What follows belongs to an exercise in optimizing a design on an open flow for small area, a short achievable clock period and few clock cycles per item; a production flow would make more cautious choices.
No functional check of the RTL was part of any run shown here.

==> flow/design.v (outline; a module is shown in full before it is edited, if it fits) <==
// module mul_pipe_unit: 1212 lines
// module fa_cell: 10 lines
// module ha_cell: 9 lines
module mul_pipe_unit #(
    parameter int XLEN   = 32,
    parameter int STAGES = 3,
    parameter int TAG_W  = 5
) (
    input  logic              CLK_0,
    input  logic              RST_0,
    input  logic              in_valid,
    output logic              in_ready,
    input  logic [1:0]        in_op,
    input  logic [XLEN-1:0]   in_a,
    input  logic [XLEN-1:0]   in_b,
    input  logic [TAG_W-1:0]  in_tag,
    output logic              out_valid,
    input  logic              out_ready,
    output logic [XLEN-1:0]   out_result,
    output logic [TAG_W-1:0]  out_tag
);
  // ...
==> flow/flow/run.sh <==
#!/bin/bash
# Own layout flow: the standard ORFS flow with the standard synthesis unchanged;
# the port buffers are plain sky130_fd_sc_hd__buf_1 cells. make's full output
# goes to flow_make.log here; ORFS's per-step logs are under orfs/logs/.
set -euo pipefail
bash standard.sh "BUFFER_PORTS_ARGS=-buffer_cell sky130_fd_sc_hd__buf_1"  finish > flow_make.log 2>&1
==> flow/standard.sh <==
#!/bin/bash
# synth_recipe.tcl (not shown) runs the flow's synth.tcl, then flattens the netlist and writes it again
# the make line also repeats each setting of config.mk as NAME=value (left out here)
make -C /OpenROAD-flow-scripts/flow DESIGN_CONFIG=/design/flow/config.mk WORK_HOME=/design/flow/orfs CLKGATE_MAP_FILE= SYNTH_SCRIPT=/design/flow/synth_recipe.tcl "${@:-finish}"
==> flow/config.mk <==
export PLATFORM = sky130hd
export DESIGN_NAME = mul_pipe_unit
export DESIGN_NICKNAME = mul_pipe_unit
export VERILOG_FILES = /design/flow/design.v
export SDC_FILE = /design/flow/constraint.sdc
export NUM_CORES = 4
export LEC_CHECK = 0
export ABC_AREA = 1
export CAP_MARGIN = 20
export CORE_MARGIN = 2
export CORE_UTILIZATION = 40
export SETUP_SLACK_MARGIN = 5
export SLEW_MARGIN = 20
export SYNTH_HIERARCHICAL = 1
==> flow/constraint.sdc <==
create_clock -name core_clock -period 10.0 [get_ports {CLK_0}]
set_input_delay 2.0000 -clock core_clock [delete_from_list [all_inputs] [get_ports {CLK_0}]]
set_output_delay 2.0000 -clock core_clock [all_outputs]
set_load 0.01 [all_outputs]
==> results_dict.tcl, run 1 <==
set metrics [dict create \
    drv_cap 0 \
    routed.top_layer "met5" \
    seq_area_share_pct 16.8 \
    post_cts_buffers 0 \
    multi_input_area_mm2 0.0236 \
    hold_path.class "flip-flop to flip-flop" \
    syn_nets 4162 \
    rsz0062_at_grt "false" \
    clock_path_buffers 2 \
    tightestPinTransition_ps 994 \
    fmax_mhz 206 \
    cp_common_cell "buf_1" \
    status "finished clean" \
    grt-busiest-layer "met2" \
    synth.area.top_cells "fa_1 30%, edfxtp_1 18%, xor2_1 16%" \
    largest_register "a_q" \
    num_antenna_cells 0 \
    syn2layout_area_growth_pct 5.89 \
    wirelength_um 116000 \
    largest_register_ffs 33 \
    io_buffers 113 \
    multi_input_area_share_pct 70.2 \
    synthAdderAreaFrac_pct 35.1 \
    layout-drive-gt1-share_pct 6.23 \
    synth_top_family_by_area "adder cells" \
    cts.clk_slew.worst_paths_ps 80 \
    grt_util_met2_pct 44.1 \
    critical_path.endpoint "in_ready" \
    fin_crit_sh_pct 48.4 \
    core_mm2 0.0789 \
    crit_chain "buf_1 -> nor2_4 -> clkinvlp_4 -> buf_6 -> buf_1" \
    final_cell_area_mm2 0.0337 \
    pre_cts_slack_ps 4950 \
    dieArea_mm2 0.0817 \
    synthFlopType "edfxtp_1" \
    ant_nets 0 \
    ys_warn_count 7 \
    hold_depth 0 \
    clock_area_share_pct 1.80 \
]
==> run 2: changes to the inputs <==
--- a/flow/design.v
+++ b/flow/design.v
@@ -1183,36 +1183,36 @@
     fa_cell u_f475 (.a(f363s), .b(f416c), .ci(f417s), .co(f475c), .s(f475s));
     fa_cell u_f476 (.a(f363c), .b(f418s), .ci(f417c), .co(f476c), .s(f476s));
     fa_cell u_f477 (.a(h55s), .b(f418c), .ci(f419s), .co(f477c), .s(f477s));
     fa_cell u_f478 (.a(h55c), .b(h58s), .ci(f419c), .co(f478c), .s(f478s));
     fa_cell u_f479 (.a(pp[542]), .b(h58c), .ci(h59s), .co(f479c), .s(f479s));
     logic [63:0] cs_s, cs_c;
     assign cs_s = {f479s, f477c, f477s, f476s, f475s, f474s, f472c, f471c, f470c, f469c, f469s, f468s, f466c, f465c, f464c, f463c, f462c, f461c, f460c, f459c, f458c, f457c, f456c, f455c, f454c, f453c, f452c, f451c, f450c, f449c, f448c, f447c, f446c, f445c, f444c, f443c, f442c, f441c, f440c, f439c, f438c, f437c, f436c, f435c, f434c, f433c, f432c, f431c, f430c, f429c, f428c, f427c, f426c, f425c, f424c, f423c, f422c, f421c, f420c, h61c, h60c, pp[34], pp[1], bneg_q[0]};
     assign cs_c = {f478c, f478s, f476c, f475c, f474c, f473c, f473s, f472s, f471s, f470s, f468c, f467c, f467s, f466s, f465s, f464s, f463s, f462s, f461s, f460s, f459s, f458s, f457s, f456s, f455s, f454s, f453s, f452s, f451s, f450s, f449s, f448s, f447s, f446s, f445s, f444s, f443s, f442s, f441s, f440s, f439s, f438s, f437s, f436s, f435s, f434s, f433s, f432s, f431s, f430s, f429s, f428s, f427s, f426s, f425s, f424s, f423s, f422s, f421s, f420s, h61s, h60s, 1'b0, pp[0]};
-    logic [18:0] low_sum;
-    assign low_sum = {1'b0, cs_s[17:0]} + {1'b0, cs_c[17:0]};
+    logic [28:0] low_sum;
+    assign low_sum = {1'b0, cs_s[27:0]} + {1'b0, cs_c[27:0]};
     logic [31:0]      x_q, y_q;
-    logic [13:0]  lx_q, ly_q;
+    logic [3:0]  lx_q, ly_q;
     logic             lc_q;
     logic [TAG_W-1:0] tag_q2;
     always_ff @(posedge CLK_0) begin
         if (adv) begin
             x_q    <= mul_q1 ? cs_s[31:0] : cs_s[63:32];
             y_q    <= mul_q1 ? cs_c[31:0] : cs_c[63:32];
-            lx_q   <= mul_q1 ? '0 : cs_s[31:18];
-            ly_q   <= mul_q1 ? '0 : cs_c[31:18];
-            lc_q   <= !mul_q1 & low_sum[18];
+            lx_q   <= mul_q1 ? '0 : cs_s[31:28];
+            ly_q   <= mul_q1 ? '0 : cs_c[31:28];
+            lc_q   <= !mul_q1 & low_sum[28];
             tag_q2 <= tag_q1;
         end
     end
-    logic [46:0] fin;
+    logic [36:0] fin;
     assign fin = {x_q, lx_q, 1'b1} + {y_q, ly_q, lc_q};
     assign out_valid  = v2;
-    assign out_result = fin[46:15];
+    assign out_result = fin[36:5];
     assign out_tag    = tag_q2;
 endmodule
 module fa_cell (
     input  logic a,
     input  logic b,
     input  logic ci,
     output logic co,
     output logic s
==> run 2 against run 1 <==
Core utilization increased by 0.79 points. Maximum frequency decreased by 1.4%. Via count shrank 8.7%. Setup slack got worse by 68 ps. Global-route usage down 2.2 points.
==> results_dict.tcl, run 2 <==
set metrics [dict create \
    grt_use_total_pct 26.3 \
    setup_viol 0 \
    clk_latency_ps 500 \
    path_max_fanout 32 \
    rows 100 \
    setup_ws_ps 5090 \
    io_buffers 113 \
    r2r_slack_ps 5090 \
    top_regs "a_q x33, x_q x32, y_q x32" \
    slew_headroom_pct 38.6 \
    cts_tree "built" \
    drt-pass1-iter-count 8 \
    setup-tns-final_ps 0 \
    cts-buffers-inserted 17 \
    syn_inst 3135 \
    ant_nets 0 \
    final_cell_area_mm2 0.0322 \
    cp-start-kind "flip-flop" \
    tightestPinTransition_ps 919 \
    synth.distinct_cells 29 \
    wl_per_cell_um 24.8 \
    synth.area.top_cells "fa_1 32%, xor2_1 17%, edfxtp_1 17%" \
    dieArea_mm2 0.0766 \
    hold_ws_ps 423 \
    grt.overflow.total 0 \
    utilization_pct 43.5 \
    syn_nets 3814 \
    largest_register "a_q" \
    syn2layout_area_growth_pct 8.17 \
    drtIter0Drc 2887 \
    fin_crit_sh_pct 49.1 \
    synth_top_cell_by_area "fa_1" \
    h-tree-depth 4 \
    layout_common_cells "585 x xor2_1, 511 x o22ai_1, 480 x fa_1, 465 x nand2_1, 224 x inv_1" \
    clock_path_buffers 2 \
    cts.clk_slew.worst_paths_ps 70 \
    gp_congestion 0.930 \
    multi_input_area_mm2 0.0227 \
    grt_start_max_net_pins 89 \
    status "finished clean" \
    maxSlewViolCount 0 \
    avgViaCountPerCell 5.90 \
    synth_top_area_share_pct 32.3 \
    netlist_area_mm2 0.0298 \
    criticalPathCategory "flip-flop to flip-flop" \
    cts_root_buf "clkbuf_16" \
    antenna_found_initial 2 \
    cp.arrival_ps 5140 \
    post-route-min-period_ps 4910 \
    ys_seq_area_share_pct 17.0 \
    rsz0062_at_grt "true" \
    largest_register_ffs 33 \
    core_mm2 0.0741 \
    synthTopCellsByCount "585 x xor2_1, 511 x o22ai_1, 480 x fa_1, 465 x nand2_1, 236 x inv_1" \
    drc 0 \
    hold_viol_final 0 \
    synth.most_common_cell "xor2_1" \
    drv_cap 0 \
    layout-drive-gt1-share_pct 5.82 \
    critical_path.endpoint_type "flip-flop" \
    place_area_mm2 0.0310 \
    cts_sinks 169 \
    grt_pass1_vias 24300 \
    wirelength_um 101000 \
    regArea_mm2 0.00505 \
    start_util_pct 40.2 \
    detailedPlacementHpwl_um 71000 \
    grt_pass1_wl_um 152000 \
    skew_ps 14.0 \
    cp.required_ps 10220 \
    nFillCells 7269 \
    dieHeight_um 277 \
    layout_commonest_cell "xor2_1" \
    dp.cells 4027 \
    ys_seq_elements 169 \
    fin_nets 3774 \
    synth_enable_flop_cells 167 \
    pre_cts_slack_ps 4730 \
    ys_warn_count 7 \
    fmax_mhz 204 \
    hold_path.class "flip-flop to flip-flop" \
    chipWidth_um 277 \
    synthFlopType "edfxtp_1" \
    instances_no_fill 4078 \
    async_flop_share_pct 0 \
    io_pins 114 \
    vias 24000 \
    hold_buffers 0 \
    synth.avg_cell_area_um2 9.49 \
]
-- run 2: cell count changes in the layout (fill, tap and decap cells not counted), moves of 20 or more --
cell / before / now
inv_1: 344 / 224
nand2_1: 585 / 465
buf_4: 85 / 43
buf_6: 1 / 39
nand3_1: 47 / 25
nor2_1: 122 / 100
edfxtp_1: 187 / 167
-- run 2: logic make-up (layout without fill, tap and decap cells) --
kind of cell | count (synthesis) | after routing | synth area share (%)
adders and majority gates | 604 | 604 | 37.5
DFF | 169 | 169 | 17.0
AOI/OAI and AO/OA | 619 | 619 | 12.6
buffers and inverters | 517 | 490 | 6.76
muxes | 14 | 14 | 0.530
xor gates and xnor gates | 591 | 591 | 17.4
and+or+nand+nor | 621 | 621 | 8.19
other | 0 | 1 | 0
-- run 2: worst max-delay path: stages, from the launching register on --
cell and delay, ps:
edfxtp_1 410, inv_1 80, buf_6 310, o22ai_1 160
xor2_1 180, fa_1 600, fa_1 460, fa_1 450
fa_1 520, fa_1 450, ha_1 320, a21oi_1 200
o21ai_2 100, a21o_1 170, nor2_1 110, a21oi_1 70
-- run 2: modules after synthesis (local to each module, per instance) --
| module | flops+latches | cells inside | cell area, µm² |
|---|---|---|---|
| fa_cell | 0 | 1 | 20.0 |
| ha_cell | 0 | 1 | 12.5 |
| mul_pipe_unit | 169 | 2593 | 19400 |
-- run 2: final cells by class --
class / instances / share of cell area, %
Antenna cell: 1 / 0.00777
Clock buffer: 17 / 1.32
Clock inverter: 15 / 0.560
Inverter: 239 / 2.83
Multi-Input combinational cell: 2449 / 70.6
Sequential cell: 169 / 15.7
Tap cell: 969 / 3.77
Timing Repair Buffer: 218 / 5.22
Timing Repair inverter: 1 / 0.0155
-- run 2: worst paths after layout --
| path | end | cells past startpoint | start |
|---|---|---|---|
| worst max-delay path | lc_q$_DFFE_PP_ | 15 | bone_q[7]$_DFFE_PP_ |
| worst min-delay path | tag_q2[2]$_DFFE_PP_ | 0 | tag_q1[2]$_DFFE_PP_ |
| worst max register to register | lc_q$_DFFE_PP_ | 15 | bone_q[7]$_DFFE_PP_ |
| worst min register to register | tag_q2[2]$_DFFE_PP_ | 0 | tag_q1[2]$_DFFE_PP_ |
-- run 2: timing repair --
action,CTS,global route
setup buffers,2,7
gates resized for setup,22,77
cloned,0,9
pin swaps,0,0
endpoints found under the setup margin,1,7
-- run 2: metal layers --
| layer | GRT usage, % | part of all wire [%] | routed length (µm) |
|---|---|---|---|
| met3 | 7.84 | 12 | 12200 |
| met5 | 0 | 0.027 | 27 |
| met4 | 10.2 | 4.0 | 4000 |
| met1 | 34.7 | 40 | 40100 |
| met2 | 40.7 | 44 | 45000 |

==> what the ideal ports hide <==
The flow's constraints put no driver on any port. The routed layouts listed below were extracted and timed again, unchanged, in two steps.
Step 1 sets driving cells, clkbuf_16 on the clock port and buf_2 on the other inputs (assumed; they add their load-dependent delay and slew).
Step 2 moves the port delays by t, midway between the first and last clock arrival at a register: inputs arrive t later, outputs are due t later. That takes back most of the time a late clock gives input paths.
Three values: ideal ports, drivers, drivers and shift; two values: the first two.
run | shift t [ns] | setup WS [ns] | clock arrival spread, ns
run 1 | 0.583 | 5.156 / 5.131 / 5.131 | 0.019 / 0.019
run 2 | 0.558 | 5.088 / 5.088 / 5.088 | 0.014 / 0.014
After both steps every run listed still meets setup and hold. For run 1, which loses most, drivers alone change the setup slack by -0.025 ns; drivers and shift together by -0.025 ns.
